Context: an optimization exercise on an open-source flow, tuned for a short achievable clock period and few clock cycles per item. The choices shown serve that exercise and are no tape-out recipe. Where RTL was checked, it was by simulation tests only, not by an equivalence proof against the original. No functional check of the RTL was part of run 1. The flow treats the clock pin as an ideal source, which a real chip does not have. Power and IR drop assume default switching activity.

--- flow/run.sh ---
#!/bin/bash
# synth_recipe.tcl (not shown) runs the flow's synth.tcl, then flattens the netlist and writes it again
# the make line also repeats each setting of config.mk as NAME=value (left out here)
make -C /OpenROAD-flow-scripts/flow DESIGN_CONFIG=/design/flow/config.mk WORK_HOME=/design/flow/orfs CLKGATE_MAP_FILE= SYNTH_SCRIPT=/design/flow/synth_recipe.tcl finish
--- flow/config.mk ---
export PLATFORM = sky130hd
export DESIGN_NAME = datapath
export DESIGN_NICKNAME = datapath
export VERILOG_FILES = /design/flow/design.v
export SDC_FILE = /design/flow/constraint.sdc
export NUM_CORES = 4
export LEC_CHECK = 0
export CAP_MARGIN = 20
export CORE_MARGIN = 2
export CORE_UTILIZATION = 35
export GPL_TIMING_DRIVEN = 1
export SETUP_SLACK_MARGIN = 4.8
export SLEW_MARGIN = 20
export TNS_END_PERCENT = 100
--- flow/constraint.sdc ---
create_clock -name core_clock -period 7.5 [get_ports {CLK}]
set_input_delay 1.5000 -clock core_clock [delete_from_list [all_inputs] [get_ports {CLK}]]
set_output_delay 1.5000 -clock core_clock [all_outputs]
set_load 0.01 [all_outputs]
--- flow/design.v ---
`default_nettype none
package cpu_types_pkg;
    typedef logic [31:0] word_t;
    typedef logic [4:0]  reg_addr_t;
    localparam word_t PC_INIT = 32'h0000_0000;
    localparam logic [5:0] OP_RTYPE = 6'h00;
    localparam logic [5:0] OP_J     = 6'h02;
    localparam logic [5:0] OP_BEQ   = 6'h04;
    localparam logic [5:0] OP_BNE   = 6'h05;
    localparam logic [5:0] OP_ADDIU = 6'h09;
    localparam logic [5:0] OP_ORI   = 6'h0d;
    localparam logic [5:0] OP_LUI   = 6'h0f;
    localparam logic [5:0] OP_LW    = 6'h23;
    localparam logic [5:0] OP_SW    = 6'h2b;
    localparam logic [5:0] OP_HALT  = 6'h3f;
    localparam logic [5:0] FN_ADDU = 6'h21;
    localparam logic [5:0] FN_SUBU = 6'h23;
    localparam logic [5:0] FN_AND  = 6'h24;
    localparam logic [5:0] FN_OR   = 6'h25;
    localparam logic [5:0] FN_SLT  = 6'h2a;
endpackage
`default_nettype wire
`timescale 1ns/1ps
`default_nettype none
module register_file
(
    input  logic        CLK,
    input  logic        reset,
    input  logic [4:0]  rsel1,
    input  logic [4:0]  rsel2,
    input  logic [4:0]  wsel,
    input  logic        wen,
    input  logic [31:0] wdat,
    output logic [31:0] rdat1,
    output logic [31:0] rdat2
);
    logic [31:0] regs [1:31];
    logic [31:1] written;
    always_ff @(posedge CLK) begin
        if (reset) begin
            written <= '0;
        end else if (wen && wsel != 5'd0) begin
            written[wsel] <= 1'b1;
        end
    end
    always_ff @(posedge CLK) begin
        if (wen && wsel != 5'd0) begin
            regs[wsel] <= wdat;
        end
    end
    always_comb begin
        rdat1 = 32'd0;
        rdat2 = 32'd0;
        if (rsel1 != 5'd0 && written[rsel1]) rdat1 = regs[rsel1];
        if (rsel2 != 5'd0 && written[rsel2]) rdat2 = regs[rsel2];
    end
endmodule
`default_nettype wire
`timescale 1ns/1ps
`default_nettype none
module control_unit
(
    input  logic [31:0] instr,
    output logic        uses_rs,
    output logic        uses_rt,
    output logic        reg_write,    
    output logic [4:0]  wsel,
    output logic        alu_src,      
    output logic        zero_a,       
    output logic        op_add,
    output logic        op_sub,
    output logic        op_and,
    output logic        op_or,
    output logic        op_slt,
    output logic        mem_read,
    output logic        mem_write,
    output logic        is_halt,
    output logic        is_jump,
    output logic        is_branch,
    output logic        is_bne,
    output logic        pred_taken,   
    output logic [31:0] imm_ext
);
    logic [5:0]  opcode;
    logic [5:0]  funct;
    logic        rtype, addiu, ori, lui, lw, sw, beq, bne;
    logic        f_addu, f_subu, f_and, f_or, f_slt, r_valid;
    assign opcode = instr[31:26];
    assign funct  = instr[5:0];
    assign rtype  = opcode == cpu_types_pkg::OP_RTYPE;
    assign addiu  = opcode == cpu_types_pkg::OP_ADDIU;
    assign ori    = opcode == cpu_types_pkg::OP_ORI;
    assign lui    = opcode == cpu_types_pkg::OP_LUI;
    assign lw     = opcode == cpu_types_pkg::OP_LW;
    assign sw     = opcode == cpu_types_pkg::OP_SW;
    assign beq    = opcode == cpu_types_pkg::OP_BEQ;
    assign bne    = opcode == cpu_types_pkg::OP_BNE;
    assign f_addu  = rtype && funct == cpu_types_pkg::FN_ADDU;
    assign f_subu  = rtype && funct == cpu_types_pkg::FN_SUBU;
    assign f_and   = rtype && funct == cpu_types_pkg::FN_AND;
    assign f_or    = rtype && funct == cpu_types_pkg::FN_OR;
    assign f_slt   = rtype && funct == cpu_types_pkg::FN_SLT;
    assign r_valid = f_addu || f_subu || f_and || f_or || f_slt;
    assign uses_rs = r_valid || addiu || ori || lw || sw || beq || bne;
    assign uses_rt = r_valid || sw || beq || bne;
    assign wsel      = rtype ? instr[15:11] : instr[20:16];
    assign reg_write = (r_valid || addiu || ori || lui || lw) && wsel != 5'd0;
    assign alu_src   = addiu || ori || lui || lw || sw;
    assign zero_a    = lui;
    assign op_add    = f_addu || f_subu || addiu || lui || lw || sw;
    assign op_sub    = f_subu || f_slt;
    assign op_and    = f_and;
    assign op_or     = f_or || ori;
    assign op_slt    = f_slt;
    assign mem_read  = lw;
    assign mem_write = sw;
    assign is_halt   = opcode == cpu_types_pkg::OP_HALT;
    assign is_jump   = opcode == cpu_types_pkg::OP_J;
    assign is_branch = beq || bne;
    assign is_bne    = bne;
    assign pred_taken = bne || (beq && instr[15]);
    always_comb begin
        if (lui) begin
            imm_ext = {instr[15:0], 16'h0000};
        end else if (ori) begin
            imm_ext = {16'h0000, instr[15:0]};
        end else begin
            imm_ext = {{16{instr[15]}}, instr[15:0]};
        end
    end
endmodule
`default_nettype wire
`timescale 1ns/1ps
`default_nettype none
module alu
(
    input  logic        op_add,    
    input  logic        op_sub,    
    input  logic        op_and,
    input  logic        op_or,
    input  logic        op_slt,
    input  logic [31:0] a,
    input  logic [31:0] b,
    output logic [31:0] result
);
    logic [31:0] sum;
    logic        lt;
    assign sum = a + (op_sub ? ~b : b) + {31'd0, op_sub};
    assign lt  = (a[31] != b[31]) ? a[31] : sum[31];
    assign result = ({32{op_add}} & sum)
                  | ({32{op_and}} & (a & b))
                  | ({32{op_or}}  & (a | b))
                  | {31'd0, op_slt & lt};
endmodule
`default_nettype wire
`timescale 1ns/1ps
`default_nettype none
module hazard_unit
(
    input  logic [4:0] id_rs,
    input  logic [4:0] id_rt,
    input  logic       id_uses_rs,
    input  logic       id_uses_rt,
    input  logic       ex_valid,
    input  logic       ex_reg_write,
    input  logic       ex_mem_read,
    input  logic [4:0] ex_wsel,
    input  logic       mem_valid,
    input  logic       mem_reg_write,
    input  logic [4:0] mem_wsel,
    input  logic       wb_valid,
    input  logic       wb_reg_write,
    input  logic [4:0] wb_wsel,
    output logic       load_use,
    output logic       fa_mem,    
    output logic       fa_wb,     
    output logic       fa_rf,     
    output logic       fb_mem,
    output logic       fb_wb,
    output logic       fb_rf
);
    logic ex_rs, ex_rt, mem_rs, mem_rt;
    assign ex_rs  = ex_valid && ex_reg_write && ex_wsel == id_rs;
    assign ex_rt  = ex_valid && ex_reg_write && ex_wsel == id_rt;
    assign mem_rs = mem_valid && mem_reg_write && mem_wsel == id_rs;
    assign mem_rt = mem_valid && mem_reg_write && mem_wsel == id_rt;
    assign load_use = ex_mem_read && ((id_uses_rs && ex_rs) || (id_uses_rt && ex_rt));
    assign fa_mem = ex_rs;
    assign fa_wb  = !ex_rs && mem_rs;
    assign fa_rf  = wb_valid && wb_reg_write && wb_wsel == id_rs;
    assign fb_mem = ex_rt;
    assign fb_wb  = !ex_rt && mem_rt;
    assign fb_rf  = wb_valid && wb_reg_write && wb_wsel == id_rt;
endmodule
`default_nettype wire
`timescale 1ns/1ps
`default_nettype none
module datapath
(
    input  logic        CLK,
    input  logic        reset,
    output logic        imem_valid,
    output logic [31:0] imem_addr,
    input  logic        imem_ready,
    input  logic [31:0] imem_load,
    output logic        dmem_valid,
    output logic        dmem_write,
    output logic [31:0] dmem_addr,
    output logic [31:0] dmem_store,
    input  logic        dmem_ready,
    input  logic [31:0] dmem_load,
    output logic        halt
);
    logic [31:0] pc_q;
    logic        fetch_stop_q;    
    logic        halt_q;
    logic        replay_q;        
    logic        ifid_v;          
    logic        ifid_fail;       
    logic [31:0] ifid_instr;
    logic [31:0] ifid_pc;
    logic [31:0] ifid_pc4;
    logic        idex_v;
    logic        idex_we;
    logic [4:0]  idex_wsel;
    logic        idex_ld;
    logic        idex_st;
    logic        idex_halt;
    logic        idex_br;
    logic        idex_bne;
    logic        idex_pred;
    logic        idex_add, idex_sub, idex_and, idex_or, idex_slt;
    logic        idex_fa_mem, idex_fa_wb, idex_fa_none;
    logic        idex_fb_mem, idex_fb_wb, idex_fb_none;
    logic        idex_bs_mem, idex_bs_wb, idex_bs_rf, idex_bs_imm;
    logic [31:0] idex_a;
    logic [31:0] idex_b;
    logic [31:0] idex_imm;
    logic [31:0] idex_alt;        
    logic [31:0] idex_pc;
    logic        exmem_v;
    logic        exmem_req;       
    logic        exmem_we;
    logic [4:0]  exmem_wsel;
    logic        exmem_ld;
    logic        exmem_st;
    logic [31:0] exmem_alu;
    logic [31:0] exmem_store;
    logic [31:0] exmem_pc;
    logic        memwb_v;
    logic        memwb_we;
    logic [4:0]  memwb_wsel;
    logic [31:0] memwb_res;
    logic [31:0] memwb_pc;
    assign imem_valid = !fetch_stop_q;
    assign imem_addr  = pc_q;
    assign dmem_valid = exmem_req;
    assign dmem_write = exmem_st;
    assign dmem_addr  = exmem_alu;
    assign dmem_store = exmem_store;
    assign halt       = halt_q;
    logic mem_fail;
    assign mem_fail = exmem_req && !dmem_ready;
    logic [31:0] ex_a, ex_b, alu_b, ex_result;
    logic        ex_eq, ex_taken, ex_mispredict;
    assign ex_a  = ({32{idex_fa_mem}}  & exmem_alu)
                 | ({32{idex_fa_wb}}   & memwb_res)
                 | ({32{idex_fa_none}} & idex_a);
    assign ex_b  = ({32{idex_fb_mem}}  & exmem_alu)
                 | ({32{idex_fb_wb}}   & memwb_res)
                 | ({32{idex_fb_none}} & idex_b);
    assign alu_b = ({32{idex_bs_mem}}  & exmem_alu)
                 | ({32{idex_bs_wb}}   & memwb_res)
                 | ({32{idex_bs_rf}}   & idex_b)
                 | ({32{idex_bs_imm}}  & idex_imm);
    alu ex_alu (
        .op_add (idex_add),
        .op_sub (idex_sub),
        .op_and (idex_and),
        .op_or  (idex_or),
        .op_slt (idex_slt),
        .a      (ex_a),
        .b      (alu_b),
        .result (ex_result)
    );
    assign ex_eq         = ex_a == ex_b;
    assign ex_taken      = idex_bne ? !ex_eq : ex_eq;
    assign ex_mispredict = idex_v && idex_br && (ex_taken != idex_pred);
    logic        id_uses_rs, id_uses_rt, id_we, id_alu_src, id_zero_a;
    logic        id_add, id_sub, id_and, id_or, id_slt;
    logic        id_ld, id_st, id_halt, id_jump, id_br, id_bne, id_pred;
    logic [4:0]  id_wsel;
    logic [31:0] id_imm;
    logic [4:0]  id_rs, id_rt;
    assign id_rs = ifid_instr[25:21];
    assign id_rt = ifid_instr[20:16];
    control_unit cu (
        .instr      (ifid_instr),
        .uses_rs    (id_uses_rs),
        .uses_rt    (id_uses_rt),
        .reg_write  (id_we),
        .wsel       (id_wsel),
        .alu_src    (id_alu_src),
        .zero_a     (id_zero_a),
        .op_add     (id_add),
        .op_sub     (id_sub),
        .op_and     (id_and),
        .op_or      (id_or),
        .op_slt     (id_slt),
        .mem_read   (id_ld),
        .mem_write  (id_st),
        .is_halt    (id_halt),
        .is_jump    (id_jump),
        .is_branch  (id_br),
        .is_bne     (id_bne),
        .pred_taken (id_pred),
        .imm_ext    (id_imm)
    );
    logic        load_use, fa_mem, fa_wb, fa_rf, fb_mem, fb_wb, fb_rf;
    hazard_unit hz (
        .id_rs         (id_rs),
        .id_rt         (id_rt),
        .id_uses_rs    (id_uses_rs),
        .id_uses_rt    (id_uses_rt),
        .ex_valid      (idex_v),
        .ex_reg_write  (idex_we),
        .ex_mem_read   (idex_ld),
        .ex_wsel       (idex_wsel),
        .mem_valid     (exmem_v),
        .mem_reg_write (exmem_we),
        .mem_wsel      (exmem_wsel),
        .wb_valid      (memwb_v),
        .wb_reg_write  (memwb_we),
        .wb_wsel       (memwb_wsel),
        .load_use      (load_use),
        .fa_mem        (fa_mem),
        .fa_wb         (fa_wb),
        .fa_rf         (fa_rf),
        .fb_mem        (fb_mem),
        .fb_wb         (fb_wb),
        .fb_rf         (fb_rf)
    );
    logic [31:0] rf_a, rf_b, id_a, id_b;
    register_file rf (
        .CLK   (CLK),
        .reset (reset),
        .rsel1 (id_rs),
        .rsel2 (id_rt),
        .wsel  (memwb_wsel),
        .wen   (memwb_v && memwb_we),
        .wdat  (memwb_res),
        .rdat1 (rf_a),
        .rdat2 (rf_b)
    );
    assign id_a = fa_rf ? memwb_res : rf_a;
    assign id_b = fb_rf ? memwb_res : rf_b;
    logic        id_kill;       
    logic        id_live;
    logic        id_stall;
    logic        id_go;         
    logic        id_refetch;
    logic        id_redirect;
    logic [31:0] id_br_target, id_target;
    assign id_kill     = replay_q || ex_mispredict;
    assign id_live     = ifid_v && !id_kill;
    assign id_stall    = id_live && load_use;
    assign id_go       = id_live && !load_use;
    assign id_refetch  = ifid_fail && !id_kill;
    assign id_redirect = id_go && (id_jump || id_pred);
    assign id_br_target = ifid_pc4 + {{14{ifid_instr[15]}}, ifid_instr[15:0], 2'b00};
    assign id_target    = id_jump ? {ifid_pc4[31:28], ifid_instr[25:0], 2'b00} : id_br_target;
    logic        if_kill;
    logic [31:0] pc_plus4, pc_next;
    assign if_kill  = id_kill || id_refetch || id_redirect || (id_go && id_halt) || fetch_stop_q;
    assign pc_plus4 = pc_q + 32'd4;
    always_comb begin
        if (replay_q) begin
            pc_next = memwb_pc;
        end else if (ex_mispredict) begin
            pc_next = idex_alt;
        end else if (id_refetch) begin
            pc_next = ifid_pc;
        end else if (id_redirect) begin
            pc_next = id_target;
        end else if (id_stall || fetch_stop_q || (id_go && id_halt)) begin
            pc_next = pc_q;
        end else begin
            pc_next = pc_plus4;
        end
    end
    always_ff @(posedge CLK) begin
        if (reset) begin
            pc_q <= cpu_types_pkg::PC_INIT;
        end else begin
            pc_q <= pc_next;
        end
    end
    always_ff @(posedge CLK) begin
        if (reset || mem_fail || if_kill) begin
            ifid_v    <= 1'b0;
            ifid_fail <= 1'b0;
        end else if (!id_stall) begin
            ifid_v    <= imem_ready;
            ifid_fail <= !imem_ready;
        end
    end
    always_ff @(posedge CLK) begin
        if (!id_stall) begin
            ifid_instr <= imem_load;
            ifid_pc    <= pc_q;
            ifid_pc4   <= pc_plus4;
        end
    end
    always_ff @(posedge CLK) begin
        if (reset || mem_fail || replay_q) begin
            fetch_stop_q <= 1'b0;
        end else if (id_go && id_halt) begin
            fetch_stop_q <= 1'b1;
        end
    end
    always_ff @(posedge CLK) begin
        idex_v <= !reset && id_go && !mem_fail;
    end
    always_ff @(posedge CLK) begin
        idex_we      <= id_we;
        idex_wsel    <= id_wsel;
        idex_ld      <= id_ld;
        idex_st      <= id_st;
        idex_halt    <= id_halt;
        idex_br      <= id_br;
        idex_bne     <= id_bne;
        idex_pred    <= id_pred;
        idex_add     <= id_add;
        idex_sub     <= id_sub;
        idex_and     <= id_and;
        idex_or      <= id_or;
        idex_slt     <= id_slt;
        idex_fa_mem  <= fa_mem && !id_zero_a;
        idex_fa_wb   <= fa_wb && !id_zero_a;
        idex_fa_none <= !(fa_mem || fa_wb) || id_zero_a;
        idex_fb_mem  <= fb_mem;
        idex_fb_wb   <= fb_wb;
        idex_fb_none <= !(fb_mem || fb_wb);
        idex_bs_mem  <= fb_mem && !id_alu_src;
        idex_bs_wb   <= fb_wb && !id_alu_src;
        idex_bs_rf   <= !(fb_mem || fb_wb) && !id_alu_src;
        idex_bs_imm  <= id_alu_src;
        idex_a       <= id_zero_a ? 32'd0 : id_a;
        idex_b       <= id_b;
        idex_imm     <= id_imm;
        idex_alt     <= id_pred ? ifid_pc4 : id_br_target;
        idex_pc      <= ifid_pc;
    end
    always_ff @(posedge CLK) begin
        exmem_v   <= !reset && idex_v && !mem_fail;
        exmem_req <= !reset && idex_v && !mem_fail && (idex_ld || idex_st);
    end
    always_ff @(posedge CLK) begin
        exmem_we    <= idex_we;
        exmem_wsel  <= idex_wsel;
        exmem_ld    <= idex_ld;
        exmem_st    <= idex_st;
        exmem_alu   <= ex_result;
        exmem_store <= ex_b;
        exmem_pc    <= idex_pc;
    end
    always_ff @(posedge CLK) begin
        memwb_v  <= !reset && exmem_v && !mem_fail;
        replay_q <= !reset && mem_fail;
    end
    always_ff @(posedge CLK) begin
        memwb_we   <= exmem_we;
        memwb_wsel <= exmem_wsel;
        memwb_res  <= exmem_ld ? dmem_load : exmem_alu;
        memwb_pc   <= exmem_pc;
    end
    always_ff @(posedge CLK) begin
        if (reset) begin
            halt_q <= 1'b0;
        end else if (idex_v && idex_halt && !mem_fail) begin
            halt_q <= 1'b1;
        end
    end
endmodule
`default_nettype wire
==> results of run 1 <==
[layer usage]
layer / GRT usage, % / share of wire (%)
met1: 31.24 / 38
met3: 4.982 / 10
met2: 36.27 / 46
met5: 0 / 0.011
met4: 12.48 / 6.0
[cells in the mapped netlist (52+ instances only)]
library cell	instances	area [sq um]
a21o_1	52	390.4
a21oi_1	249	1246
a222oi_1	64	640.6
a22oi_1	56	420.4
buf_1	66	247.7
clkbuf_1	192	720.7
dfxtp_1	441	8828
edfxtp_1	1086	32610
ha_1	76	950.9
inv_1	106	397.9
mux2_2	65	732.0
mux2i_1	138	1381
mux4_2	592	13330
nand2_1	221	829.6
nand3_1	55	275.3
nor2_1	299	1122
nor3_1	71	355.3
o21ai_0	131	655.6
xnor2_1	83	727.0
xor2_1	104	910.9
[worst max-delay path, delay by kind of cell (launching register included)]
family | cells | cell delay, ps
simple gates | 6 | 1660
buf+inv | 6 | 960
flops | 1 | 390
xor+xnor | 1 | 170
compound gates | 1 | 490
[layout make-up]
type,instances,area (sq um)
Timing Repair Buffer,705,8165
Clock buffer,204,4239
Tap cell,2640,3303
Sequential cell,1527,41910
Fill cell,16809,108700
Inverter,108,427.9
Multi-Input combinational cell,2607,30060
Antenna cell,3,7.507
Clock inverter,78,844.6
[what timing repair did]
item	4_1_cts	5_1_grt
setup endpoints to repair	1397	729
gates cloned	31	16
resized for setup	1220	329
pin swaps	237	187
buffers inserted	317	81
[cell usage in the layout, fill, tap and decap left out, types with 115 or more instances in the layout]
cell type,count
mux4_2,592
edfxtp_1,1086
a21oi_1,152
buf_6,181
clkbuf_16,172
nor2_1,243
dfxtp_1,296
buf_4,296
mux2i_1,115
nand2_1,198
[per-stage QoR]
step / power [mW] / utilization [%]
floorplan: 10.25 / -
global placement: 10.71 / 37.96
detailed placement: 10.71 / 37.97
CTS: 18.79 / 43.75
global route: 19.31 / 45.01
finish: 18.82 / 45.01
[final timing paths]
kind | cells after the start | to | slack (ps) | startpoint
min reg2reg | 0 | exmem_pc[6] | 310 | idex_pc[6]
max | 14 | ifid_instr[19] | 3510 | idex_fb_mem
min | 0 | exmem_pc[6] | 310 | idex_pc[6]
max reg2reg | 14 | ifid_instr[19] | 3510 | idex_fb_mem
[cell families (layout without fill, tap and decap cells)]
group	count (synthesis)	count (layout)	share of synthesized area, %
AND/OR/NAND/NOR	802	804	5.203
flip-flops	1527	1527	59.42
XOR/XNOR	187	187	2.348
multiplexers	795	795	22.15
buffers and inverters	414	1095	2.334
AO/OA/AOI/OAI	742	743	7.128
other	0	3	0
adder cells (fa/ha/maj)	78	78	1.421
[power groups by stage]
stage          sequential, mW  combinational (mW)  clock [mW]
5_1_grt                  9.21                1.80        8.30
4_1_cts                  9.20                1.62        7.97
6_report                 9.21                1.72        7.89
3_3_place_gp             9.43                1.28           0
3_5_place_dp             9.43                1.29           0
2_1_floorplan            9.32               0.926           0
==> summary.md, run 1 <==
| Metric | Value |
|---|---|
| Status | `timing/DRC/antenna clean` |
| Ys flop type | `edfxtp_1` |
| Net Sw Power | `4.463 mW` |
| Worst endpoint data arrival time | `4520 ps` |
| Num rows | `163` |
| Cts hold-fix bufs | `0` |
| Clock buffer depth | `3` |
| Synth warn | `3` |
| Placed cells | `7142` |
| Clock Power Share | `41.9%` |
| Core outline area | `0.1976 sq mm` |
| Worst Skew | `43.59 ps` |
| Die W | `450.4 um` |
| Leakage | `30.99 nW` |
| H-tree lvl count | `4` |
| Count of non-filler cells in the finished layout | `7872` |
| Cell repeated most along the worst path | `buf_6` |
| Final HPWL DP | `130.8 mm` |
| Layout cell share with drive strength beyond 1 | `41.23%` |
| Number of routed nets with antenna violations | `0` |
| Die area | `0.2029 sq mm` |
| CTS Buf Count | `156` |
| Antenna violations before repair | `8` |
| Number of synthesized flops with an enable pin | `1086` |
| Final setup fails | `0` |
| Detailed-route via count | `47.96k` |
| Area delta synth->final | `27.55%` |
| Fin area | `0.08895 sq mm` |
| Clock sink count | `1527` |
| Post-synthesis sequential area ratio | `59.42%` |
| Gr usage total | `23.54%` |
| Slew Viols, Final | `0` |
| Clk latency of the worst-skew pair | `830 ps` |
| CP Max Fanout | `11` |
| Worst slack, placed | `2045 ps` |
| Avg WL per Cell | `31.43 um` |
| CTS Root Cell | `clkbuf_16` |
| Worst-path cell with the longest stage delay | `or4_4` |
| Total negative setup slack | `0 ps` |
| Chip height | `450.4 um` |
| Largest Register | `rf.regs` |
| Yosys cell types | `90` |
| Vias per std cell | `6.092` |
| Post-synth ARST share | `0%` |
| Worst setup EP type | `flip-flop` |
| CP Cell Sequence | `buf_6 > a222oi_1 > xor2_1 > nor4_2 > nand4_1 > buf_6 > or4_4 > nand2_8 > buf_16 > nor2_4 > nand4b_1 > buf_6 > buf_12 > clkbuf_16` |
| Synth Cell Area | `0.06974 sq mm` |
| Max-cap check violation count | `0` |
| CTS tree | `yes` |
| Global-route wire length before repair | `344.5 mm` |
| Hold Vio Cnt, Final | `0` |
| Power share of the sequential group | `48.9%` |
| Post-DP Area | `0.07504 sq mm` |
| FMAX | `0.2507 GHz` |
| Nets | `5251` |
| Combinational fraction of design power | `9.1%` |
| Sw Share | `23.72%` |
| Worst-Margin Slew | `1175 ps` |
| Number of I/O pins | `168` |
| PwrDens | `211.5 mW/mm^2` |
| Yosys reg bits | `1527` |
| Largest stage delay, worst path | `630 ps` |
| Clock slew at reported path FFs | `60 ps` |
| Final period utilization | `53.19%` |
| 1st-iter DRT viols | `6942` |
| RSZ-0062 raised after global routing | `yes` |
| DR DRC count | `0` |
| Relative slew margins | `21.69%` |
| Gate Count Post-Synth | `4545` |
| Remaining Overflow, GRT | `0` |
| Critical path startpoint category | `flip-flop` |
| Post-Syn Area per Cell | `15.34 sq um` |
| GP Congestion | `0.9414` |
| Port Buffers | `167` |
| Worst hold slack | `312.2 ps` |
| Vias in the first global route | `47.54k` |
| DR pass1 iterations | `14` |
| Maximum vdd ir drop | `203.6 uV` |
| Crit path setup slack, layout | `3511 ps` |
| Critical Path RT | `8030 ps` |
| Largest net degree at the start of global routing | `83` |
| Initial Util | `35.29%` |
| Largest register FFs | `992` |
| Hold Crit Class | `reg2reg` |
| Internal | `14.35 mW` |
| Final WL | `247.4 mm` |
| Critical path class | `reg2reg` |
| Final worst path period need | `3989 ps` |
| Mapped Nets | `4691` |
==> run 2: changes to the inputs <==
--- a/flow/design.v
+++ b/flow/design.v
@@ -134,2 +134,35 @@
 `default_nettype none
+module fetch_predecode
+(
+    input  logic [31:0] instr,
+    input  logic [31:0] pc,
+    input  logic [31:0] pc_plus4,
+    output logic        taken,        
+    output logic        br_taken,     
+    output logic [31:0] target
+);
+    logic        jump;
+    logic        beq;
+    logic        bne;
+    logic [8:0]  lo;                  
+    logic        near;
+    assign jump  = instr[31:26] == cpu_types_pkg::OP_J;
+    assign beq   = instr[31:26] == cpu_types_pkg::OP_BEQ;
+    assign bne   = instr[31:26] == cpu_types_pkg::OP_BNE;
+    prefix_add #(.W(8)) lo_adder (
+        .a    (pc[9:2]),
+        .b    (instr[7:0]),
+        .cin  (1'b1),
+        .sum  (lo[7:0]),
+        .cout (lo[8])
+    );
+    assign near = (instr[15:8] == {8{instr[7]}}) && (lo[8] == instr[7]);
+    assign br_taken = (bne || (beq && instr[15])) && near;
+    assign taken    = jump || br_taken;
+    assign target   = jump ? {pc_plus4[31:28], instr[25:0], 2'b00}
+                           : {pc[31:10], lo[7:0], 2'b00};
+endmodule
+`default_nettype wire
+`timescale 1ns/1ps
+`default_nettype none
 module alu
@@ -147,4 +180,11 @@
     logic        lt;
-    assign sum = a + (op_sub ? ~b : b) + {31'd0, op_sub};
-    assign lt  = (a[31] != b[31]) ? a[31] : sum[31];
+    logic unused_cout;
+    prefix_add #(.W(32)) adder (
+        .a    (a),
+        .b    (b),
+        .cin  (op_sub),
+        .sum  (sum),
+        .cout (unused_cout)
+    );
+    assign lt  = (a[31] == b[31]) ? a[31] : sum[31];
     assign result = ({32{op_add}} & sum)
@@ -157,2 +197,35 @@
 `default_nettype none
+module prefix_add #(
+    parameter int W = 32
+) (
+    input  logic [W-1:0] a,
+    input  logic [W-1:0] b,
+    input  logic         cin,
+    output logic [W-1:0] sum,
+    output logic         cout
+);
+    localparam int L = (W > 16) ? 5 : (W > 8) ? 4 : (W > 4) ? 3 : (W > 2) ? 2 : 1;
+    logic [W-1:0] p0;
+    logic [W-1:0] g [0:L];
+    logic [W-1:0] p [0:L];
+    assign p0   = a ^ b;
+    assign g[0] = (a & b) | {{(W-1){1'b0}}, p0[0] & cin};
+    assign p[0] = p0;
+    for (genvar l = 0; l < L; l++) begin : lvl
+        for (genvar i = 0; i < W; i++) begin : bit_
+            if (i >= (1 << l)) begin : comb
+                assign g[l+1][i] = g[l][i] | (p[l][i] & g[l][i - (1 << l)]);
+                assign p[l+1][i] = p[l][i] & p[l][i - (1 << l)];
+            end else begin : pass
+                assign g[l+1][i] = g[l][i];
+                assign p[l+1][i] = p[l][i];
+            end
+        end
+    end
+    assign sum  = p0 ^ {g[L][W-2:0], cin};
+    assign cout = g[L][W-1];
+endmodule
+`default_nettype wire
+`timescale 1ns/1ps
+`default_nettype none
 module hazard_unit
@@ -219,2 +292,3 @@
     logic        ifid_fail;       
+    logic        ifid_pred;       
     logic [31:0] ifid_instr;
@@ -228,12 +302,13 @@
     logic        idex_halt;
-    logic        idex_br;
-    logic        idex_bne;
-    logic        idex_pred;
+    logic        idex_br;         
+    logic        idex_flip;       
     logic        idex_add, idex_sub, idex_and, idex_or, idex_slt;
-    logic        idex_fa_mem, idex_fa_wb, idex_fa_none;
-    logic        idex_fb_mem, idex_fb_wb, idex_fb_none;
-    logic        idex_bs_mem, idex_bs_wb, idex_bs_rf, idex_bs_imm;
+    logic        idex_fa;         
+    logic        idex_fb;         
+    logic        idex_bs_e;       
+    logic        idex_bs_ne;      
+    logic        idex_bs_x;       
     logic [31:0] idex_a;
-    logic [31:0] idex_b;
-    logic [31:0] idex_imm;
+    logic [31:0] idex_b;          
+    logic [31:0] idex_bx;         
     logic [31:0] idex_alt;        
@@ -261,16 +336,13 @@
     assign halt       = halt_q;
-    logic mem_fail;
-    assign mem_fail = exmem_req && !dmem_ready;
+    logic        mem_fail;
+    logic [31:0] mem_result;
+    assign mem_fail   = exmem_req && !dmem_ready;
+    assign mem_result = exmem_ld ? dmem_load : exmem_alu;
     logic [31:0] ex_a, ex_b, alu_b, ex_result;
-    logic        ex_eq, ex_taken, ex_mispredict;
-    assign ex_a  = ({32{idex_fa_mem}}  & exmem_alu)
-                 | ({32{idex_fa_wb}}   & memwb_res)
-                 | ({32{idex_fa_none}} & idex_a);
-    assign ex_b  = ({32{idex_fb_mem}}  & exmem_alu)
-                 | ({32{idex_fb_wb}}   & memwb_res)
-                 | ({32{idex_fb_none}} & idex_b);
-    assign alu_b = ({32{idex_bs_mem}}  & exmem_alu)
-                 | ({32{idex_bs_wb}}   & memwb_res)
-                 | ({32{idex_bs_rf}}   & idex_b)
-                 | ({32{idex_bs_imm}}  & idex_imm);
+    logic        eq_eb, eq_ae, eq_ab, ex_eq, ex_mispredict;
+    assign ex_a  = idex_fa ? exmem_alu : idex_a;
+    assign ex_b  = idex_fb ? exmem_alu : idex_b;
+    assign alu_b = ({32{idex_bs_e}}  & exmem_alu)
+                 | ({32{idex_bs_ne}} & ~exmem_alu)
+                 | ({32{idex_bs_x}}  & idex_bx);
     alu ex_alu (
@@ -285,5 +357,14 @@
     );
-    assign ex_eq         = ex_a == ex_b;
-    assign ex_taken      = idex_bne ? !ex_eq : ex_eq;
-    assign ex_mispredict = idex_v && idex_br && (ex_taken != idex_pred);
+    assign eq_eb = exmem_alu == idex_b;
+    assign eq_ae = idex_a == exmem_alu;
+    assign eq_ab = idex_a == idex_b;
+    always_comb begin
+        case ({idex_fa, idex_fb})
+            2'b11:   ex_eq = 1'b1;
+            2'b10:   ex_eq = eq_eb;
+            2'b01:   ex_eq = eq_ae;
+            default: ex_eq = eq_ab;
+        endcase
+    end
+    assign ex_mispredict = idex_br && (ex_eq != idex_flip);
     logic        id_uses_rs, id_uses_rt, id_we, id_alu_src, id_zero_a;
@@ -354,36 +435,78 @@
     );
-    assign id_a = fa_rf ? memwb_res : rf_a;
-    assign id_b = fb_rf ? memwb_res : rf_b;
+    always_comb begin
+        if (id_zero_a) begin
+            id_a = 32'd0;
+        end else if (fa_wb) begin
+            id_a = mem_result;
+        end else if (fa_rf) begin
+            id_a = memwb_res;
+        end else begin
+            id_a = rf_a;
+        end
+        if (fb_wb) begin
+            id_b = mem_result;
+        end else if (fb_rf) begin
+            id_b = memwb_res;
+        end else begin
+            id_b = rf_b;
+        end
+    end
+    logic        id_stall_raw;  
     logic        id_kill;       
-    logic        id_live;
-    logic        id_stall;
     logic        id_go;         
     logic        id_refetch;
-    logic        id_redirect;
-    logic [31:0] id_br_target, id_target;
-    assign id_kill     = replay_q || ex_mispredict;
-    assign id_live     = ifid_v && !id_kill;
-    assign id_stall    = id_live && load_use;
-    assign id_go       = id_live && !load_use;
-    assign id_refetch  = ifid_fail && !id_kill;
-    assign id_redirect = id_go && (id_jump || id_pred);
-    assign id_br_target = ifid_pc4 + {{14{ifid_instr[15]}}, ifid_instr[15:0], 2'b00};
-    assign id_target    = id_jump ? {ifid_pc4[31:28], ifid_instr[25:0], 2'b00} : id_br_target;
-    logic        if_kill;
-    logic [31:0] pc_plus4, pc_next;
-    assign if_kill  = id_kill || id_refetch || id_redirect || (id_go && id_halt) || fetch_stop_q;
-    assign pc_plus4 = pc_q + 32'd4;
+    logic        id_halting;
+    logic [31:0] id_br_target;
+    assign id_stall_raw = ifid_v && load_use;
+    assign id_kill      = replay_q || ex_mispredict;
+    assign id_go        = ifid_v && !load_use && !id_kill;
+    assign id_refetch   = ifid_fail && !ex_mispredict;
+    assign id_halting   = ifid_v && id_halt;
+    prefix_add #(.W(30)) br_adder (
+        .a    (ifid_pc4[31:2]),
+        .b    ({{14{ifid_instr[15]}}, ifid_instr[15:0]}),
+        .cin  (1'b0),
+        .sum  (id_br_target[31:2]),
+        .cout ()
+    );
+    assign id_br_target[1:0] = ifid_pc4[1:0];
+    logic        if_taken;
+    logic        if_br_taken;
+    logic        if_redirect;
+    logic        pc_hold;
+    logic [31:0] if_target, pc_plus4, pc_seq, pc_next;
+    prefix_add #(.W(30)) pc_inc (
+        .a    (pc_q[31:2]),
+        .b    (30'd0),
+        .cin  (1'b1),
+        .sum  (pc_plus4[31:2]),
+        .cout ()
+    );
+    assign pc_plus4[1:0] = pc_q[1:0];
+    fetch_predecode pd (
+        .instr    (imem_load),
+        .pc       (pc_q),
+        .pc_plus4 (pc_plus4),
+        .taken    (if_taken),
+        .br_taken (if_br_taken),
+        .target   (if_target)
+    );
+    assign pc_hold     = id_stall_raw || fetch_stop_q || id_halting;
+    assign if_redirect = imem_ready && if_taken && !replay_q && !ifid_fail && !pc_hold;
     always_comb begin
         if (replay_q) begin
-            pc_next = memwb_pc;
-        end else if (ex_mispredict) begin
+            pc_seq = memwb_pc;
+        end else if (ifid_fail) begin
+            pc_seq = ifid_pc;
+        end else if (pc_hold) begin
+            pc_seq = pc_q;
+        end else begin
+            pc_seq = pc_plus4;
+        end
+        if (ex_mispredict) begin
             pc_next = idex_alt;
-        end else if (id_refetch) begin
-            pc_next = ifid_pc;
-        end else if (id_redirect) begin
-            pc_next = id_target;
-        end else if (id_stall || fetch_stop_q || (id_go && id_halt)) begin
-            pc_next = pc_q;
+        end else if (if_redirect) begin
+            pc_next = if_target;
         end else begin
-            pc_next = pc_plus4;
+            pc_next = pc_seq;
         end
@@ -398,6 +521,6 @@
     always_ff @(posedge CLK) begin
-        if (reset || mem_fail || if_kill) begin
+        if (reset || mem_fail || id_kill || id_refetch || (id_halting && !load_use) || fetch_stop_q) begin
             ifid_v    <= 1'b0;
             ifid_fail <= 1'b0;
-        end else if (!id_stall) begin
+        end else if (!id_stall_raw) begin
             ifid_v    <= imem_ready;
@@ -407,3 +530,4 @@
     always_ff @(posedge CLK) begin
-        if (!id_stall) begin
+        if (!id_stall_raw) begin
+            ifid_pred  <= if_br_taken;
             ifid_instr <= imem_load;
@@ -421,33 +545,27 @@
     always_ff @(posedge CLK) begin
-        idex_v <= !reset && id_go && !mem_fail;
+        idex_v  <= !reset && id_go && !mem_fail;
+        idex_br <= !reset && id_go && !mem_fail && id_br;
     end
     always_ff @(posedge CLK) begin
-        idex_we      <= id_we;
-        idex_wsel    <= id_wsel;
-        idex_ld      <= id_ld;
-        idex_st      <= id_st;
-        idex_halt    <= id_halt;
-        idex_br      <= id_br;
-        idex_bne     <= id_bne;
-        idex_pred    <= id_pred;
-        idex_add     <= id_add;
-        idex_sub     <= id_sub;
-        idex_and     <= id_and;
-        idex_or      <= id_or;
-        idex_slt     <= id_slt;
-        idex_fa_mem  <= fa_mem && !id_zero_a;
-        idex_fa_wb   <= fa_wb && !id_zero_a;
-        idex_fa_none <= !(fa_mem || fa_wb) || id_zero_a;
-        idex_fb_mem  <= fb_mem;
-        idex_fb_wb   <= fb_wb;
-        idex_fb_none <= !(fb_mem || fb_wb);
-        idex_bs_mem  <= fb_mem && !id_alu_src;
-        idex_bs_wb   <= fb_wb && !id_alu_src;
-        idex_bs_rf   <= !(fb_mem || fb_wb) && !id_alu_src;
-        idex_bs_imm  <= id_alu_src;
-        idex_a       <= id_zero_a ? 32'd0 : id_a;
-        idex_b       <= id_b;
-        idex_imm     <= id_imm;
-        idex_alt     <= id_pred ? ifid_pc4 : id_br_target;
-        idex_pc      <= ifid_pc;
+        idex_we    <= id_we;
+        idex_wsel  <= id_wsel;
+        idex_ld    <= id_ld;
+        idex_st    <= id_st;
+        idex_halt  <= id_halt;
+        idex_flip  <= id_bne ^ ifid_pred;
+        idex_add   <= id_add;
+        idex_sub   <= id_sub;
+        idex_and   <= id_and;
+        idex_or    <= id_or;
+        idex_slt   <= id_slt;
+        idex_fa    <= fa_mem && !id_zero_a;
+        idex_fb    <= fb_mem;
+        idex_bs_e  <= fb_mem && !id_alu_src && !id_sub;
+        idex_bs_ne <= fb_mem && !id_alu_src && id_sub;
+        idex_bs_x  <= !(fb_mem && !id_alu_src);
+        idex_a     <= id_a;
+        idex_b     <= id_b;
+        idex_bx    <= id_alu_src ? id_imm : (id_sub ? ~id_b : id_b);
+        idex_alt   <= ifid_pred ? ifid_pc4 : id_br_target;
+        idex_pc    <= ifid_pc;
     end
@@ -473,3 +591,3 @@
         memwb_wsel <= exmem_wsel;
-        memwb_res  <= exmem_ld ? dmem_load : exmem_alu;
+        memwb_res  <= mem_result;
         memwb_pc   <= exmem_pc;
==> summary.md, run 2 <==
| Metric | Value |
|---|---|
| Number of synthesized flops with an enable pin | `1087 (+0.092%)` |
| Synth warn | `12 (+9)` |
| CTS Root Cell | `clkbuf_16` |
| Ys flop type | `edfxtp_1` |
| Gr usage total | `23.56% (+0.024 points)` |
| CP Max Fanout | `6 (-5)` |
| Worst-Margin Slew | `1278 ps (+103.5 ps)` |
| Relative slew margins | `14.01% (-7.7 points)` |
| CP Cell Sequence | `buf_12 > and2b_4 > buf_6 > a21oi_4 > a221oi_4 > a2111oi_4 > o2111ai_2 > buf_6 > buf_6 > o31ai_4 > buf_6 > a21oi_4 > buf_6 > buf_12 > buf_16 > mux2i_1 > o31ai_1` |
| Compound-Gate Fraction of Synth Area | `6.933% (-0.20 points)` |
| Initial Util | `35.15% (-0.14 points)` |
| Status | `timing/DRC/antenna clean` |
| Placed cells | `7381 (+3.3%)` |
| Post-Syn Area per Cell | `15.11 sq um (-1.5%)` |
| Synth top cells by count | `edfxtp_1, mux4_2, dfxtp_1` |
| Hold Vio Cnt, Final | `0 (unchanged)` |
| Remaining Overflow, GRT | `0 (unchanged)` |
| GP Congestion | `0.9476 (+0.66%)` |
| Chip height | `457.0 um (+1.5%)` |
| Hold Crit Class | `reg2reg` |
| Largest stage delay, worst path | `430 ps (-200 ps)` |
| Post-synthesis mux area share | `22.98% (+0.83 points)` |
| Most frequent cells in the layout | `edfxtp_1, mux4_2, buf_4` |
| Global-route wire length before repair | `353.9 mm (+2.7%)` |
| Largest net degree at the start of global routing | `73 (-12%)` |
| Area delta synth->final | `25.60%` |
| Clock buffer depth | `3 (unchanged)` |
| Final worst path period need | `3456 ps (-533.6 ps)` |
| Layout cell share with drive strength beyond 1 | `39.14% (-2.1 points)` |
| Total negative setup slack | `0 ps (unchanged)` |
| Xor-xnor portion of the synthesized cell area | `2.108% (-0.24 points)` |
| Num rows | `166 (+1.8%)` |
| Post-synthesis sequential area ratio | `57.56% (-1.9 points)` |
| Top cell type's share of synthesized area | `45.44% (-1.3 points)` |
| Maximum vdd ir drop | `194.9 uV (-4.3%)` |
| FMAX | `0.2894 GHz (+15%)` |
| H-tree lvl count | `4 (unchanged)` |
| Final period utilization | `46.08% (-7.1 points)` |
| Number of I/O pins | `168 (unchanged)` |
| CTS Buf Count | `159 (+1.9%)` |
| Mapped Nets | `4942 (+5.4%)` |
| Post-synth ARST share | `0% (unchanged)` |
| Largest Register | `rf.regs` |
| Yosys top cell by area | `edfxtp_1` |
| Top cells by area, synth | `edfxtp_1, mux4_2, dfxtp_1, mux2i_1, ha_1` |
| Largest family of logic cells by synthesized area | `multiplexers` |
| Worst Skew | `70.13 ps (+26.53 ps)` |
| Final core utilization | `44.14% (-0.87 points)` |
| Vias in the first global route | `47.52k (-0.044%)` |
| Die W | `457.0 um (+1.5%)` |
| Leakage | `31.21 nW (+0.72%)` |
| Yosys reg bits | `1522 (-0.33%)` |
| Number of routed nets with antenna violations | `0 (unchanged)` |
| Die area | `0.2089 sq mm (+3.0%)` |
| Detailed-route via count | `48.40k (+0.92%)` |
| Critical Path RT | `8220 ps (+190 ps)` |
| Final WL | `253.3 mm (+2.4%)` |
| Final HPWL DP | `143.1 mm (+9.4%)` |
| Synth Area in Adders | `2.132% (+0.71 points)` |
| CTS tree | `yes` |
| Top-count cell post-synth | `edfxtp_1` |
| Synth Cell Area | `0.07183 sq mm (+3.0%)` |
| Max-cap check violation count | `0 (unchanged)` |
| DR pass1 iterations | `7 (-7)` |
| RSZ-0062 raised after global routing | `yes` |
| Count of non-filler cells in the finished layout | `8091 (+2.8%)` |
| Antenna violations before repair | `13 (+5)` |
| Avg WL per Cell | `31.31 um (-0.39%)` |
| Port Buffers | `167 (unchanged)` |
| Gate Count Post-Synth | `4754 (+4.6%)` |
| Clock sink count | `1522 (-0.33%)` |
| Slew Viols, Final | `0 (unchanged)` |
| Yosys cell types | `100 (+11%)` |
| Final setup fails | `0 (unchanged)` |
| PwrDens | `209.7 mW/mm^2 (-0.87%)` |
| Most common cell after layout, fill and taps aside | `edfxtp_1` |
| Worst endpoint data arrival time | `4170 ps (-350 ps)` |
| DR DRC count | `0 (unchanged)` |
| Largest register FFs | `992 (unchanged)` |
| Critical path class | `reg2reg` |
| Nets | `5455 (+3.9%)` |
| Post-Synth Simple-Gate Area | `5.631% (+0.43 points)` |
| Vias per std cell | `5.981 (-1.8%)` |
| 1st-iter DRT viols | `6261 (-9.8%)` |
| Core outline area | `0.2044 sq mm (+3.4%)` |
| Worst-path cell with the longest stage delay | `a2111oi_4` |
| Clk latency of the worst-skew pair | `840 ps (about the same)` |
| Worst setup EP type | `flip-flop` |
| Clock slew at reported path FFs | `70 ps (about the same)` |
| Critical path startpoint category | `flip-flop` |
| Cell repeated most along the worst path | `buf_6` |
## run 2: cell count changes after synthesis, moves of 48 or more
cell      delta
o221ai_1    +48
a22oi_1     -50
a222oi_1    -61
nand2_1     +49
nor2_1      -50
inv_1       +57
a21oi_1     -75
mux2i_1     +78
## run 2: per-stage QoR
| step | power, mW | worst slack (ps) | hold slack, ps | area, sq um |
|---|---|---|---|---|
| floorplan | 10.25 | 3784 | 309.6 | 72900 |
| global placement | 10.75 | 2678 | 310.2 | 77310 |
| detailed placement | 10.75 | 2651 | 312.1 | 77340 |
| CTS | 18.91 | 4148 | 319.5 | 88800 |
| global route | 19.42 | 4004 | 325.8 | 90210 |
| finish | 18.92 | 4044 | 320.2 | 90220 |
## run 2: path summary, 6_finish.rpt
check,from,to,slack [ps],cells past startpoint
worst max-delay path,idex_fa,pc_q[2],4040,17
worst min-delay path,exmem_pc[18],memwb_pc[18],320,0
worst max register to register,idex_fa,pc_q[2],4040,17
worst min register to register,exmem_pc[18],memwb_pc[18],320,0
## run 2: cells by family (layout without fill, tap and decap cells)
kind of cell,count (synthesis),in the layout
XOR/XNOR,172,172
multiplexers,898,898
AO/OA/AOI/OAI,713,718
adder cells (fa/ha/maj),120,120
AND/OR/NAND/NOR,845,857
flip-flops,1522,1522
other,0,2
buffers and inverters,484,1114
## run 2: layer usage
| metal | wire [um] | share of wire [%] | up-vias | GRT usage (%) |
|---|---|---|---|---|
| met4 | 13770 | 5.4 | 16 | 11.02 |
| met1 | 96910 | 38 | 25177 | 30.46 |
| met3 | 24000 | 9.5 | 593 | 5.467 |
| met2 | 118500 | 47 | 2633 | 37.55 |
| met5 | 121 | 0.048 | - | 0 |
| li1 | - | - | 19976 | - |
## run 2: final cells by class
type | instances | area (sq um)
sequential | 1522 | 41730
clock buffer | 201 | 4300
timing repair buffer | 655 | 7108
fill | 17701 | 114200
antenna | 2 | 5.005
inverter | 164 | 650.6
multi-input combinational | 2765 | 32110
clock inverter | 94 | 954.7
tap | 2688 | 3363
## run 2: critical path: cells and delay by family, from the launching register on
kind | cells | cell delay (ps)
simple gates | 1 | 230
compound gates | 7 | 1450
flops | 1 | 390
buf+inv | 8 | 1150
mux | 1 | 120
## run 2: where the power goes
part	internal, mW	switching (mW)	total, mW
Clock	4.43	3.54	7.97
Sequential	9.01	0.153	9.16
Combinational	0.852	0.931	1.78
## run 2: what timing repair did
item / 4_1_cts / 5_1_grt
gates cloned: 39 / 4
setup buffers: 299 / 71
resized for setup: 1142 / 169
pin swaps: 216 / 130
hold buffers: 0 / 0
endpoints found under the setup margin: 1404 / 649
Testbench counts of run 2, summed over its fixed seeds: cycles 27,022, instrs 25,067.
==> run 3: changes to the inputs <==
==> flow/flow/run.sh (new file) <==
#!/bin/bash
# Standard layout, with stronger port buffers and timing repair free to change
# a cell's footprint; make's full output goes to flow_make.log here, and each
# ORFS step keeps its own log under orfs/logs.
set -euo pipefail
bash standard.sh \
    MATCH_CELL_FOOTPRINT=0 \
    "BUFFER_PORTS_ARGS=-buffer_cell sky130_fd_sc_hd__buf_8" \
    SETUP_SLACK_MARGIN=4.8 \
    TNS_END_PERCENT=100 \
    GPL_TIMING_DRIVEN=1 \
    CORE_UTILIZATION=35 \
    finish > flow_make.log 2>&1
==> flow/standard.sh (new file) <==
#!/bin/bash
# synth_recipe.tcl (not shown) runs the flow's synth.tcl, then flattens the netlist and writes it again
# the make line also repeats each setting of config.mk as NAME=value (left out here)
make -C /OpenROAD-flow-scripts/flow DESIGN_CONFIG=/design/flow/config.mk WORK_HOME=/design/flow/orfs CLKGATE_MAP_FILE= SYNTH_SCRIPT=/design/flow/synth_recipe.tcl "${@:-finish}"
removed: flow/run.sh
==> summary.md, run 3 <==
| Metric | Value |
|---|---|
| Status | `timing/DRC/antenna clean` |
| Final period utilization | `45.05% (-1.0 points)` |
| Count of non-filler cells in the finished layout | `8073 (-0.22%)` |
| DR DRC count | `0 (unchanged)` |
| CTS Buf Count | `161 (+1.3%)` |
| R2r setup slk | `4200 ps (+160 ps)` |
| Vias per std cell | `5.982 (about the same)` |
| Final core utilization | `44.34% (+0.19 points)` |
| Yosys reg bits | `1522 (unchanged)` |
| Gr usage total | `23.08% (-0.48 points)` |
| Core outline area | `0.2044 sq mm (unchanged)` |
| Layout cell share with drive strength beyond 1 | `39.80% (+0.66 points)` |
| Worst hold slack | `316.9 ps (-3.303 ps)` |
| Hold Vio Cnt, Final | `0 (unchanged)` |
| Final setup fails | `0 (unchanged)` |
| RSZ-0062 raised after global routing | `yes` |
| Max-cap check violation count | `0 (unchanged)` |
| Number of I/O pins | `168 (unchanged)` |
| Final HPWL DP | `144.2 mm (+0.77%)` |
| Avg WL per Cell | `30.96 um (-1.1%)` |
| CTS tree | `yes` |
| Remaining Overflow, GRT | `0 (unchanged)` |
| Number of synthesized flops with an enable pin | `1087 (unchanged)` |
| Relative slew margins | `22.05% (+8.0 points)` |
| Mapped Nets | `4942 (unchanged)` |
| Most common cell after layout, fill and taps aside | `edfxtp_1` |
| Ys flop type | `edfxtp_1` |
| Nets | `5443 (-0.22%)` |
| Top cell type's share of synthesized area | `45.44% (unchanged)` |
| GP Congestion | `0.9100 (-4.0%)` |
| Maximum vdd ir drop | `241.8 uV (+24%)` |
| Die area | `0.2089 sq mm (unchanged)` |
| Final WL | `250.0 mm (-1.3%)` |
| Worst slack, placed | `2359 ps (-292.4 ps)` |
| H-tree lvl count | `4 (unchanged)` |
| Worst-Margin Slew | `1159 ps (-119.5 ps)` |
| Most frequent cells in the layout | `edfxtp_1, mux4_2, buf_4` |
| Post-synthesis sequential area ratio | `57.56% (unchanged)` |
| Number of routed nets with antenna violations | `0 (unchanged)` |
| Clock sink count | `1522 (unchanged)` |
| Final worst path period need | `3379 ps (-76.82 ps)` |
| FMAX | `0.2959 GHz (+2.3%)` |
| Largest register FFs | `992 (unchanged)` |
| Synth Cell Area | `0.07183 sq mm (unchanged)` |
| Critical path class | `in2reg` |
| Post-Syn Area per Cell | `15.11 sq um (unchanged)` |
| Initial Util | `35.15% (unchanged)` |
| Port Buffers | `167 (unchanged)` |
| CTS Root Cell | `clkbuf_16` |
| Detailed-route via count | `48.29k (-0.21%)` |
| Placed cells | `7386 (+0.068%)` |
| Clock buffer depth | `3 (unchanged)` |
| Fillcell total | `17.62k (-0.46%)` |
| Leakage | `31.36 nW (+0.46%)` |
| Worst Skew | `61.71 ps (-8.413 ps)` |
| Worst setup EP type | `flip-flop` |
| Largest net degree at the start of global routing | `67 (-8.2%)` |
| Num rows | `166 (unchanged)` |
| Post-synth ARST share | `0% (unchanged)` |
| Synth warn | `12 (unchanged)` |
| Yosys cell types | `100 (unchanged)` |
| Critical Path RT | `8220 ps (about the same)` |
| Vias in the first global route | `47.02k (-1.1%)` |
| Top-count cell post-synth | `edfxtp_1` |
| Hold Crit Class | `reg2reg` |
| DR pass1 iterations | `7 (unchanged)` |
| Critical path startpoint category | `input port` |
| Clk latency of the worst-skew pair | `820 ps (-20 ps)` |
| Worst endpoint data arrival time | `4100 ps (-70 ps)` |
| Antenna violations before repair | `4 (-9)` |
| Yosys top cell by area | `edfxtp_1` |
| Chip height | `457.0 um (unchanged)` |
| Die W | `457.0 um (unchanged)` |
| CP Max Fanout | `4 (-2)` |
| 1st-iter DRT viols | `6026 (-3.8%)` |
| Clock slew at reported path FFs | `60 ps (about the same)` |
| Top cells by area, synth | `edfxtp_1, mux4_2, dfxtp_1, mux2i_1, ha_1` |
| Crit path setup slack, layout | `4121 ps (+76.82 ps)` |
| PwrDens | `212.4 mW/mm^2 (+1.3%)` |
| Area delta synth->final | `26.14%` |
| Slew Viols, Final | `0 (unchanged)` |
| Total negative setup slack | `0 ps (unchanged)` |
| Largest Register | `rf.regs` |
| Gate Count Post-Synth | `4754 (unchanged)` |
| Global-route wire length before repair | `347.0 mm (-1.9%)` |
| Synth top cells by count | `edfxtp_1, mux4_2, dfxtp_1` |
[run 3: cell counts after synthesis]
No cell type changed its count.
[run 3: final timing paths]
check | start | cells past startpoint | end
worst min-delay path | exmem_pc[11] | 0 | memwb_pc[11]
worst max-delay path | imem_load[0] | 14 | pc_q[27]
worst max register to register | idex_fa | 12 | pc_q[27]
worst min register to register | exmem_pc[11] | 0 | memwb_pc[11]
[run 3: logic make-up (layout without fill, tap and decap cells)]
| kind of cell | after synthesis | after routing | synth area share [%] |
|---|---|---|---|
| mux | 898 | 898 | 22.98 |
| flops | 1522 | 1522 | 57.56 |
| buf+inv | 484 | 1095 | 2.649 |
| compound gates | 713 | 718 | 6.933 |
| xor+xnor | 172 | 172 | 2.108 |
| fa+ha+maj | 120 | 120 | 2.132 |
| other cells | 0 | 1 | 0 |
| simple gates | 845 | 859 | 5.631 |
[run 3: area by class of cell]
| class | count | area [sq um] | area share, % |
|---|---|---|---|
| diodes | 1 | 2.502 | 0.002762 |
| clock buffers | 197 | 4272 | 4.714 |
| clock inverters | 95 | 1179 | 1.301 |
| inverters | 164 | 638.1 | 0.7042 |
| multi-input cells | 2767 | 31950 | 35.26 |
| flip-flops and latches | 1522 | 41730 | 46.05 |
| well taps | 2688 | 3363 | 3.712 |
| repair buffers | 639 | 7475 | 8.249 |
[run 3: timing repair]
action / in CTS / in global routing
gates cloned: 25 / 16
hold buffers: 0 / 0
setup buffers: 258 / 95
resized for setup: 526 / 212
setup endpoints to repair: 1402 / 761
pin swaps: 115 / 161
[run 3: report_power, final]
part | total [mW] | leakage [nW] | switching, mW | internal [mW]
logic | 1.83 | 14.9 | 0.958 | 0.876
registers | 9.15 | 13.8 | 0.136 | 9.01
clock network | 8.26 | 2.64 | 3.52 | 4.74
total | 19.2 | 31.4 | 4.61 | 14.6
[run 3: stage by stage]
stage / cell area (sq um) / power [mW]
after floorplan: 72830 / 10.25
after global placement: 78210 / 10.78
after detailed placement: 78210 / 10.79
after CTS: 88600 / 19.22
after global routing: 90610 / 19.75
final: 90610 / 19.24
[run 3: routing by layer]
| layer | wire (um) | GRT usage (%) | part of all wire [%] | up-vias |
|---|---|---|---|---|
| li1 | - | - | - | 19945 |
| met1 | 97480 | 30.88 | 39 | 25273 |
| met2 | 116200 | 36.16 | 46 | 2560 |
| met3 | 23920 | 4.857 | 9.6 | 511 |
| met4 | 12370 | 10.34 | 4.9 | 2 |
| met5 | 13 | 0 | 0.0052 | - |
[run 3: critical path, cell delays in order]
cell and delay, ps:
buf_8 90, clkinv_8 40, ha_4 140, inv_2 50, fa_2 200, a21oi_2 70, o21a_1 180, o21a_1 200
o211ai_1 260, nand3b_1 270, and3_4 270, a2111oi_4 380, a22oi_1 150, o32ai_1 300
==> run 4: changes to the inputs <==
==> flow/flow/run.sh (replaced) <==
#!/bin/bash
# Standard layout with stronger port buffers, timing repair free to change a
# cell's footprint, and extra setup repair passes after CTS. Logs: make's
# output in flow_make_*.log here, each ORFS step's log under orfs/logs, and
# the extra repair in extra_repair.log.
set -euo pipefail
here=$(pwd)
args=(
    MATCH_CELL_FOOTPRINT=0
    "BUFFER_PORTS_ARGS=-buffer_cell sky130_fd_sc_hd__buf_8"
    SETUP_SLACK_MARGIN=4.8
    TNS_END_PERCENT=100
    GPL_TIMING_DRIVEN=1
    CORE_UTILIZATION=35
)
bash standard.sh "${args[@]}" cts > flow_make_cts.log 2>&1
res=$(ls -d "$here"/orfs/results/*/datapath/base)
RES_DIR=$res openroad -no_init -exit "$here/flow/extra_repair.tcl" > extra_repair.log 2>&1
bash standard.sh "${args[@]}" finish > flow_make_finish.log 2>&1
==> flow/flow/extra_repair.tcl (new file) <==
# More setup repair on the clock-tree-built placement, then legalize and
# write it back for global routing to pick up.
set plat $::env(FLOW_HOME)/platforms/sky130hd
set res $::env(RES_DIR)
read_db $res/4_cts.odb
read_liberty $plat/lib/sky130_fd_sc_hd__tt_025C_1v80.lib
read_sdc $res/4_cts.sdc
set_propagated_clock [all_clocks]
source $plat/setRC.tcl
set_dont_use [list sky130_fd_sc_hd__probe_p_8 sky130_fd_sc_hd__probec_p_8 sky130_fd_sc_hd__lpflow_*]
estimate_parasitics -placement
report_worst_slack -max
repair_timing -setup -setup_margin 4.8 -repair_tns 100 -sequence "sizeup,swap,buffer,clone,split"
report_worst_slack -max
repair_timing -setup -setup_margin 4.8 -repair_tns 100
report_worst_slack -max
detailed_placement
check_placement
estimate_parasitics -placement
repair_timing -hold -hold_margin 0.05
report_worst_slack -max
report_worst_slack -min
write_db $res/4_cts.odb
--- a/flow/config.mk
+++ b/flow/config.mk
@@ -9,6 +9,3 @@
 export CORE_MARGIN = 2
-export CORE_UTILIZATION = 35
-export GPL_TIMING_DRIVEN = 1
-export SETUP_SLACK_MARGIN = 4.8
+export CORE_UTILIZATION = 40
 export SLEW_MARGIN = 20
-export TNS_END_PERCENT = 100
==> summary.md, run 4 <==
| Metric | Value |
|---|---|
| Number of synthesized flops with an enable pin | `1087 (unchanged)` |
| Total negative setup slack | `0 ps (unchanged)` |
| Final worst path period need | `3303 ps (-76.07 ps)` |
| Fillcell total | `17.49k (-0.72%)` |
| Clock buffer depth | `3 (unchanged)` |
| Gate Count Post-Synth | `4754 (unchanged)` |
| Top cells by area, synth | `edfxtp_1, mux4_2, dfxtp_1, mux2i_1, ha_1` |
| Worst-Margin Slew | `1057 ps (-101.5 ps)` |
| Count of non-filler cells in the finished layout | `8129 (+0.69%)` |
| Post-Syn Area per Cell | `15.11 sq um (unchanged)` |
| Most common cell after layout, fill and taps aside | `edfxtp_1` |
| Final WL | `253.5 mm (+1.4%)` |
| GP Congestion | `0.9100 (unchanged)` |
| Final HPWL DP | `144.2 mm (unchanged)` |
| Placed cells | `7386 (unchanged)` |
| CP Cell Sequence | `buf_6 > and2b_2 > nor2_1 > a221o_1 > a2111oi_4 > nand4_4 > buf_6 > o31ai_4 > buf_4 > buf_6 > a21oi_4 > buf_6 > mux2i_1 > o31ai_1` |
| Post-synthesis sequential area ratio | `57.56% (unchanged)` |
| Leakage | `31.81 nW (+1.4%)` |
| Worst endpoint data arrival time | `4020 ps (-80 ps)` |
| Slew Viols, Final | `0 (unchanged)` |
| Yosys reg bits | `1522 (unchanged)` |
| Die W | `457.0 um (unchanged)` |
| Largest net degree at the start of global routing | `67 (unchanged)` |
| Largest stage delay, worst path | `400 ps (+20 ps)` |
| R2r setup slk | `4200 ps (about the same)` |
| Cell repeated most along the worst path | `buf_6` |
| Final setup fails | `0 (unchanged)` |
| Worst Skew | `61.30 ps (-0.4157 ps)` |
| Hold Vio Cnt, Final | `0 (unchanged)` |
| Layout cell share with drive strength beyond 1 | `41.22% (+1.4 points)` |
| Gr usage total | `23.67% (+0.59 points)` |
| Yosys cell types | `100 (unchanged)` |
| Remaining Overflow, GRT | `0 (unchanged)` |
| Nets | `5498 (+1.0%)` |
| H-tree lvl count | `4 (unchanged)` |
| Synth Cell Area | `0.07183 sq mm (unchanged)` |
| Area of the multi-input gates | `0.03226 sq mm (+0.96%)` |
| Worst setup EP type | `flip-flop` |
| Critical path class | `reg2reg` |
| Detailed-route via count | `48.74k (+0.93%)` |
| Sequential standard cell area | `0.04175 sq mm (about the same)` |
| Clock sink count | `1522 (unchanged)` |
| Largest Register | `rf.regs` |
| Clk latency of the worst-skew pair | `830 ps (about the same)` |
| Status | `timing/DRC/antenna clean` |
| Core outline area | `0.2044 sq mm (unchanged)` |
| Number of I/O pins | `168 (unchanged)` |
| Global-route wire length before repair | `355.8 mm (+2.5%)` |
| 1st-iter DRT viols | `5880 (-2.4%)` |
| Area delta synth->final | `27.62%` |
| Hold Crit Class | `reg2reg` |
| Critical Path RT | `8210 ps (about the same)` |
| Avg WL per Cell | `31.19 um (+0.73%)` |
| Largest register FFs | `992 (unchanged)` |
| Vias per std cell | `5.996 (+0.24%)` |
| Worst-path cell with the longest stage delay | `dfxtp_4` |
| DR pass1 iterations | `6 (-1)` |
| Vias in the first global route | `48.18k (+2.5%)` |
| Clock slew at reported path FFs | `60 ps (about the same)` |
| Synth warn | `12 (unchanged)` |
| CTS Buf Count | `161 (unchanged)` |
| Maximum vdd ir drop | `243.4 uV (+0.65%)` |
| RSZ-0062 raised after global routing | `yes` |
| PwrDens | `210.5 mW/mm^2 (-0.91%)` |
| Critical path startpoint category | `flip-flop` |
| Die area | `0.2089 sq mm (unchanged)` |
| Top-count cell post-synth | `edfxtp_1` |
| Final period utilization | `44.04% (-1.0 points)` |
| Number of routed nets with antenna violations | `0 (unchanged)` |
| Ys flop type | `edfxtp_1` |
| Top cell type's share of synthesized area | `45.44% (unchanged)` |
| FMAX | `0.3028 GHz (+2.3%)` |
| CTS Root Cell | `clkbuf_16` |
| Initial Util | `35.15% (unchanged)` |
| Num rows | `166 (unchanged)` |
| Synth top cells by count | `edfxtp_1, mux4_2, dfxtp_1` |
| Relative slew margins | `29.53% (+7.5 points)` |
| Post-synth ARST share | `0% (unchanged)` |
| Mapped Nets | `4942 (unchanged)` |
| Yosys top cell by area | `edfxtp_1` |
| Antenna violations before repair | `3 (-1)` |
| WP buf/inv | `5 (+2)` |
| Chip height | `457.0 um (unchanged)` |
| Critical path's top delay family | `compound AO/OA/AOI/OAI gates` |
| CTS tree | `yes` |
| Most frequent cells in the layout | `edfxtp_1, mux4_2, buf_4` |
| DR DRC count | `0 (unchanged)` |
| Max-cap check violation count | `0 (unchanged)` |
| Port Buffers | `167 (unchanged)` |
| CP Max Fanout | `8 (+4)` |
-- run 4: layer usage --
metal | vias up | wire length [um] | GRT usage [%]
li1 | 20059 | - | -
met1 | 25415 | 98350 | 31.19
met2 | 2706 | 116700 | 37.10
met3 | 558 | 24600 | 5.204
met4 | 4 | 13820 | 11.40
met5 | - | 29 | 0
-- run 4: metrics by stage --
step,util [%],cell area [sq um],hold slack [ps],setup slack [ps],power [mW]
2_1_floorplan,-,72830,309.6,3812,10.25
3_3_place_gp,38.27,78210,310.3,2421,10.78
3_5_place_dp,38.27,78210,312.1,2359,10.79
4_1_cts,43.35,88600,318.3,4165,19.22
5_1_grt,44.85,91670,327.1,4131,19.80
6_report,44.85,91670,316.9,4197,19.29
-- run 4: logic make-up after synthesis --
family	synth area share [%]
xor gates and xnor gates	2.108
AOI/OAI and AO/OA	6.933
and+or+nand+nor	5.631
buffers and inverters	2.649
DFF	57.56
adders and majority gates	2.132
muxes	22.98
-- run 4: path summary, 6_finish.rpt --
check / startpoint / to / depth (start not counted)
hold / removal: idex_pc[4] / exmem_pc[4] / 0
setup reg to reg: idex_fa / pc_q[2] / 14
hold reg to reg: idex_pc[4] / exmem_pc[4] / 0
setup / recovery: idex_fa / pc_q[2] / 14
-- run 4: layout make-up --
class / instances / share of cell area (%)
Multi-Input combinational cell: 2771 / 35.19
Inverter: 164 / 0.6988
Clock buffer: 197 / 4.660
Sequential cell: 1522 / 45.54
Timing Repair Buffer: 690 / 8.950
Tap cell: 2688 / 3.669
Antenna cell: 2 / 0.005460
Clock inverter: 95 / 1.286
-- run 4: power breakdown --
part	internal, mW	total (mW)	switching [mW]	leakage (nW)
registers	9.01	9.15	0.134	13.8
logic	0.905	1.88	0.978	15.4
clock network	4.74	8.26	3.52	2.64
total	14.7	19.3	4.63	31.8
-- run 4: what timing repair did --
item	CTS	global route
hold buffers	0	0
cloned	25	4
gates resized for setup	526	128
buffers inserted	258	48
pin swaps	115	104
hold endpoints to repair	0	0
setup endpoints to repair	1402	369

==> what the ideal ports hide <==
No port has a modelled driver above. Below, the same layouts with a new extraction and two added sets of constraints.
Step 1 assumes that a clkbuf_16 drives the clock port and a buf_2 every other input.
Step 2 moves the port delays by t, midway between the first and last clock arrival at a register: inputs arrive t later, outputs are due t later. That takes back most of the time a late clock gives input paths.
Three values: no drivers, after step 1, after step 2; two values: the first two.
run	t (ns)	setup WS [ns]	worst hold slack (ns)	worst register clock-pin slew, ns
run 1	0.896	3.511 / 3.511 / 3.511	0.312 / 0.312 / 0.312	0.07 / 0.07
run 2	0.887	4.044 / 4.044 / 3.272	0.320 / 0.320 / 0.320	0.07 / 0.07
run 3	0.885	4.121 / 4.147 / 3.261	0.317 / 0.317 / 0.317	0.07 / 0.07
run 4	0.889	4.197 / 4.197 / 3.384	0.317 / 0.317 / 0.317	0.08 / 0.08
After both steps every run listed still meets setup and hold. For run 3, which loses most, drivers alone change the setup slack by +0.026 ns; drivers and shift together by -0.860 ns.
